What follows belongs to an exercise in optimizing a design on an open flow for small area and a short achievable clock period; a production flow would make more cautious choices.
The RTL was checked by simulation tests, not by an equivalence proof against the original design.
Power and IR drop assume default switching activity.

**flow/design.v**
```verilog
package coeff_loader_pkg;
  localparam int DEFAULT_TAPS = 128;
  localparam int DEFAULT_BW   = 16;
  typedef enum logic [2:0] {
    IDLE = 3'd0,
    SYNC = 3'd1,
    SEND = 3'd2,
    WAIT = 3'd3,
    ACK  = 3'd4
  } state_t;
endpackage
module coeff_loader #(
  parameter int TAPS    = coeff_loader_pkg::DEFAULT_TAPS,
  parameter int BW      = coeff_loader_pkg::DEFAULT_BW,
  parameter int TIMEOUT = 16
) (
  input  logic                        clk,
  input  logic                        rst,
  input  logic                        wr_en,
  input  logic [$clog2(TAPS)-1:0]     wr_addr,
  input  logic signed [BW-1:0]        wr_data,
  input  logic                        start,
  input  logic                        abort,
  output logic                        cfg_vld,
  output logic signed [BW-1:0]        cfg_data,
  output logic                        cfg_done_in,
  input  logic                        cfg_done_out,
  output logic                        busy,
  output logic                        done,
  output logic                        err
);
  localparam int AW = $clog2(TAPS);
  localparam int IW = AW + 1;
  localparam int TW = $clog2(TIMEOUT + 1);
  coeff_loader_pkg::state_t state, state_d;
  logic [IW-1:0]         idx, idx_d;
  logic [TW-1:0]         tcnt, tcnt_d;
  logic                  err_d;
  logic                  cfg_vld_d, cfg_done_in_d, busy_d, done_d;
  logic signed [BW-1:0]  cfg_data_d;
  logic [BW-1:0]         coeff_mem [TAPS];
  always_ff @(posedge clk) begin
    if (wr_en && state == coeff_loader_pkg::IDLE) begin
      coeff_mem[wr_addr] <= wr_data;
    end
  end
  always_ff @(posedge clk or posedge rst) begin
    if (rst) begin
      state       <= coeff_loader_pkg::IDLE;
      idx         <= '0;
      tcnt        <= '0;
      err         <= 1'b0;
      cfg_vld     <= 1'b0;
      cfg_data    <= '0;
      cfg_done_in <= 1'b0;
      busy        <= 1'b0;
      done        <= 1'b0;
    end else begin
      state       <= state_d;
      idx         <= idx_d;
      tcnt        <= tcnt_d;
      err         <= err_d;
      cfg_vld     <= cfg_vld_d;
      cfg_data    <= cfg_data_d;
      cfg_done_in <= cfg_done_in_d;
      busy        <= busy_d;
      done        <= done_d;
    end
  end
  always_comb begin
    state_d = state;
    idx_d   = idx;
    tcnt_d  = tcnt;
    err_d   = err;
    if (abort) begin
      state_d = coeff_loader_pkg::IDLE;
    end else begin
      case (state)
        coeff_loader_pkg::IDLE: begin
          if (start) begin
            state_d = coeff_loader_pkg::SYNC;
            err_d   = 1'b0;
          end
        end
        coeff_loader_pkg::SYNC: begin
          state_d = coeff_loader_pkg::SEND;
          idx_d   = '0;
        end
        coeff_loader_pkg::SEND: begin
          idx_d = idx + IW'(1);
          if (idx == IW'(TAPS - 1)) begin
            state_d = coeff_loader_pkg::WAIT;
            tcnt_d  = '0;
          end
        end
        coeff_loader_pkg::WAIT: begin
          if (cfg_done_out) begin
            state_d = coeff_loader_pkg::ACK;
          end else if (tcnt == TW'(TIMEOUT - 1)) begin
            state_d = coeff_loader_pkg::IDLE;
            err_d   = 1'b1;
          end else begin
            tcnt_d = tcnt + TW'(1);
          end
        end
        coeff_loader_pkg::ACK:     state_d = coeff_loader_pkg::IDLE;
        default: state_d = coeff_loader_pkg::IDLE;
      endcase
    end
  end
  always_comb begin
    cfg_vld_d     = (state_d == coeff_loader_pkg::SEND);
    cfg_done_in_d = (state_d == coeff_loader_pkg::SYNC) || (state_d == coeff_loader_pkg::ACK);
    done_d        = (state_d == coeff_loader_pkg::ACK);
    busy_d        = (state_d != coeff_loader_pkg::IDLE);
    cfg_data_d    = cfg_data;
    if (cfg_vld_d) begin
      cfg_data_d = coeff_mem[idx_d[AW-1:0]];
    end
  end
endmodule
```
**flow/run.sh**
```bash
#!/bin/bash
# synth_recipe.tcl (not shown) runs the flow's synth.tcl, then flattens the netlist and writes it again
# the make line also repeats each setting of config.mk as NAME=value (left out here)
make -C /OpenROAD-flow-scripts/flow DESIGN_CONFIG=/design/flow/config.mk WORK_HOME=/design/flow/orfs CLKGATE_MAP_FILE= SYNTH_SCRIPT=/design/flow/synth_recipe.tcl finish
```
**flow/config.mk**
```make
export PLATFORM = sky130hd
export DESIGN_NAME = coeff_loader
export DESIGN_NICKNAME = coeff_loader
export VERILOG_FILES = /design/flow/design.v
export SDC_FILE = /design/flow/constraint.sdc
export NUM_CORES = 4
export LEC_CHECK = 0
export CAP_MARGIN = 20
export CORE_MARGIN = 2
export CORE_UTILIZATION = 40
export SLEW_MARGIN = 20
```
**flow/constraint.sdc**
```tcl
create_clock -name core_clock -period 6.0 [get_ports {clk}]
set_input_delay 1.2000 -clock core_clock [delete_from_list [all_inputs] [get_ports {clk}]]
set_output_delay 1.2000 -clock core_clock [all_outputs]
set_load 0.01 [all_outputs]
```
==> results.txt <==
## sequential cells by signal (all words and copies together) (netlist names)
register	flops
err	1
busy	1
cfg_data	16
tcnt	5
coeff_mem	2048
cfg_done_in	1
done	1
idx	8
state	3
cfg_vld	1
## power breakdown
part	total, W	internal [W]	switching (W)	leakage [nW]
clock	0.0129	0.00728	0.00565	3.28
sequential	0.0163	0.0161	0.000220	18.9
combinational	0.00911	0.00290	0.00621	8.31
total	0.0384	0.0263	0.0121	30.5
## worst paths after layout
| kind | to | depth (start not counted) | from | slack [ns] |
|---|---|---|---|---|
| min in group asynchronous | cfg_vld$_DFF_PP0_ | 3 | rst | 0.84 |
| max | cfg_data[10]$_DFFE_PP0N_ | 14 | abort | 0.93 |
| max in group asynchronous | cfg_data[3]$_DFFE_PP0N_ | 3 | rst | 4.65 |
| max reg2reg | cfg_data[10]$_DFFE_PP0N_ | 13 | state[0]$_DFF_PP0_ | 1.19 |
| min reg2reg | tcnt[3]$_DFFE_PP0P_ | 2 | tcnt[3]$_DFFE_PP0P_ | 0.54 |
| min | tcnt[3]$_DFFE_PP0P_ | 2 | tcnt[3]$_DFFE_PP0P_ | 0.54 |
## metal layers
| metal | track usage | share of wire | vias to the layer above | wire length (µm) |
|---|---|---|---|---|
| met5 | 0 | 0.00085 | - | 221 |
| met4 | 0.116 | 0.054 | 16 | 14100 |
| met3 | 0.0546 | 0.11 | 580 | 28500 |
| met2 | 0.373 | 0.45 | 3017 | 117000 |
| met1 | 0.337 | 0.38 | 25531 | 100000 |
| li1 | - | - | 20207 | - |
## through the flow
| step | instances | utilization |
|---|---|---|
| floorplan | 4948 | - |
| global placement | 7708 | 0.426 |
| detailed placement | 7709 | 0.426 |
| CTS | 8086 | 0.459 |
| global route | 8088 | 0.459 |
| finish | 8091 | 0.459 |
## layout by cell type, fill, tap and decap left out, drive strengths merged, types with 8 or more instances in the layout
cell type      instances
buf                  356
a221oi                27
a2111oi               14
and3                 106
o22ai                 70
a311oi                31
o211ai                10
nor3                  34
nand2                828
mux4                 215
nor4                  12
nand3                164
o31ai                 11
o221ai                11
edfxtp              2048
bufinv                20
mux2i                 78
clkbuf               255
nor2                 202
a32oi                 85
inv                   18
a31oi                 84
clkdlybuf4s50         33
o21ai                 64
clkinv                96
a21oi                186
nand4                 38
dfrtp                 37
nor2b                  8
a22oi                 67
a211oi               111
## cell families after synthesis
logic type	count (synthesis)
DFF	2085
and+or+nand+nor	1421
AOI/OAI and AO/OA	814
buffers and inverters	327
muxes	294
xor gates and xnor gates	4
adders and majority gates	3
## cell type report
class,instances,share of cell area
well taps,2688,0.0358
repair buffers,389,0.0369
inverters,13,0.000906
clock inverters,122,0.0142
clock buffers,255,0.0575
multi-input cells,2536,0.190
flip-flops and latches,2085,0.665
diodes,3,0.0000800
## worst max-delay path, stage by stage
cell and delay (ns):
clkdlybuf4s50_1 0.56, or2_0 0.42, o21a_2 0.33, nor2_8 0.48
inv_8 0.29, buf_4 0.30, nor2_2 0.25, buf_4 0.25
a32oi_1 0.13, a211oi_1 0.47, a211oi_1 0.12, buf_4 0.19
o31ai_1 0.58, nand3_1 0.13
==> reports/metrics.cfg <==
[sta]
fin_ws_ns=0.932
setup_violations=0
setup_tns_ns=0
finClkSkew_ns=0.0532
tightest_slew_ns=1.11
slew_viol_final=0
final_hold_viol_count=0
finalCritPeriodShare=0.845
slew_headroom=0.257
min_period_ns=5.07
hold_ws_ns=0.545
rsz0062_at_grt=false
max_freq_mhz=197

[place]
dp_slack_ns=0.145
dp_hpwl_um=160000
gp_congestion=0.930
port_buffers=49
placed_cell_area_um2=87100

[power]
leakagePower_nw=30.5
p_per_area_nw_per_um2=409
power_w=0.0384
ir_drop_uv=403

[setup_path]
crit_path_end_kind=register
required_ns=6.70
crit_fanout=40
startpoint_type=primary input
critPathArrivalTime_ns=5.77
crit_type=primary input to register

[layout]
drive_above_1_share=0.168
fin_area_um2=93900
fillers=17530
area_delta_synth_final_pct=14.2
nNetsFinal=5263
area.sequential_um2=62400
multi_input_area_um2=17800

[yosys]
synthTopCellsByArea=edfxtp_1 (75%), mux4_2 (5.4%), nand2_1 (3.8%)
ys_async_sr_fraction=0.0177
synth_area_um2=82200
synth_top_flop_cell=edfxtp_1
synth_compound_area_frac=0.0688
synth.distinct_cells=94
synth.mux.area_fraction=0.0694
synth_fa_ha_area_frac=0.000457
ys_warn_count=1
yosys-top-cells-count=edfxtp_1 (2048), nand2_1 (827), mux4_2 (197), nor2_1 (192), a21oi_1 (186)
synth_fp_nets=4980
synth_edf_count=2048
yosys.area.top_type=edfxtp_1
synth_top_family_by_area=simple AND/OR/NAND/NOR gates
seq_area_frac_synth=0.760
synthDominantCellAreaShare=0.748
synth_area_per_cell_um2=16.6
synth-seq-cells=2085
synthMostInstantiatedCell=edfxtp_1
synthXorXnorAreaFrac=0.000426
synthSimpleGateAreaFrac=0.0755
synth_cells=4948

[floorplan]
io_pins=50
rows=166
die-height_um=457
die_w_um=457
initial_utilization=0.402
die_area_um2=209000
core_area_um2=204000

[cts]
clk_pin_slew_ns=0.06
clk_latency_ns=0.89
cts_root_buffer=clkbuf_16
clock-sinks=2085
cts_buffers=206
cts.path.max_buffers=3
post_cts_buffers=0
htree_levels=4
cts_tree=done
holdBufCountCts=0
cts-resized-gates=0

[grt]
grt_pass1_vias=47123
grt_max_degree=97
grt_pass1_wl_um=365000
grt_use_total=0.245
grt_overflow=0
antenna_found_initial=18

[drt]
wl_per_cell_um=32.2
ant_nets=0
dr_total_vias=49351
dr.pass1.iters=6
drc=0
viasPerCell=6.10
routed_wl_um=261000
drtIter0Drc=7316

[status]
status=timing/DRC/antenna clean

[worst_hold_path]
hold_class=register to register

[run]
cap_violations=0

-- afterwards: timing with drivers on the ports --
Ports are ideal in the flow. The routed layout listed here was re-timed in OpenROAD. Step 1: set_driving_cell puts a clkbuf_16 on clk and a buf_2 on each other input, an assumption about the parent block. Step 2, shift: input delay + t, output delay - t, t = (earliest + latest rising clock arrival at the registers) / 2. This alone moves slack from input paths to output paths. a / b / c = ideal / step 1 / step 2; a / b = the first two.
shift t [ns]: 0.956
setup WS [ns]: 0.932 / 0.955 / -0.001
latest minus earliest clock arrival (ns): 0.059 / 0.059
worst data-port slew with drivers (ns): 0.20
cell pins on the clock port's net: 1
With both steps, setup timing fails in this run, where it was met with ideal ports. For this run, drivers alone change the setup slack by +0.023 ns; drivers and shift together by -0.933 ns.
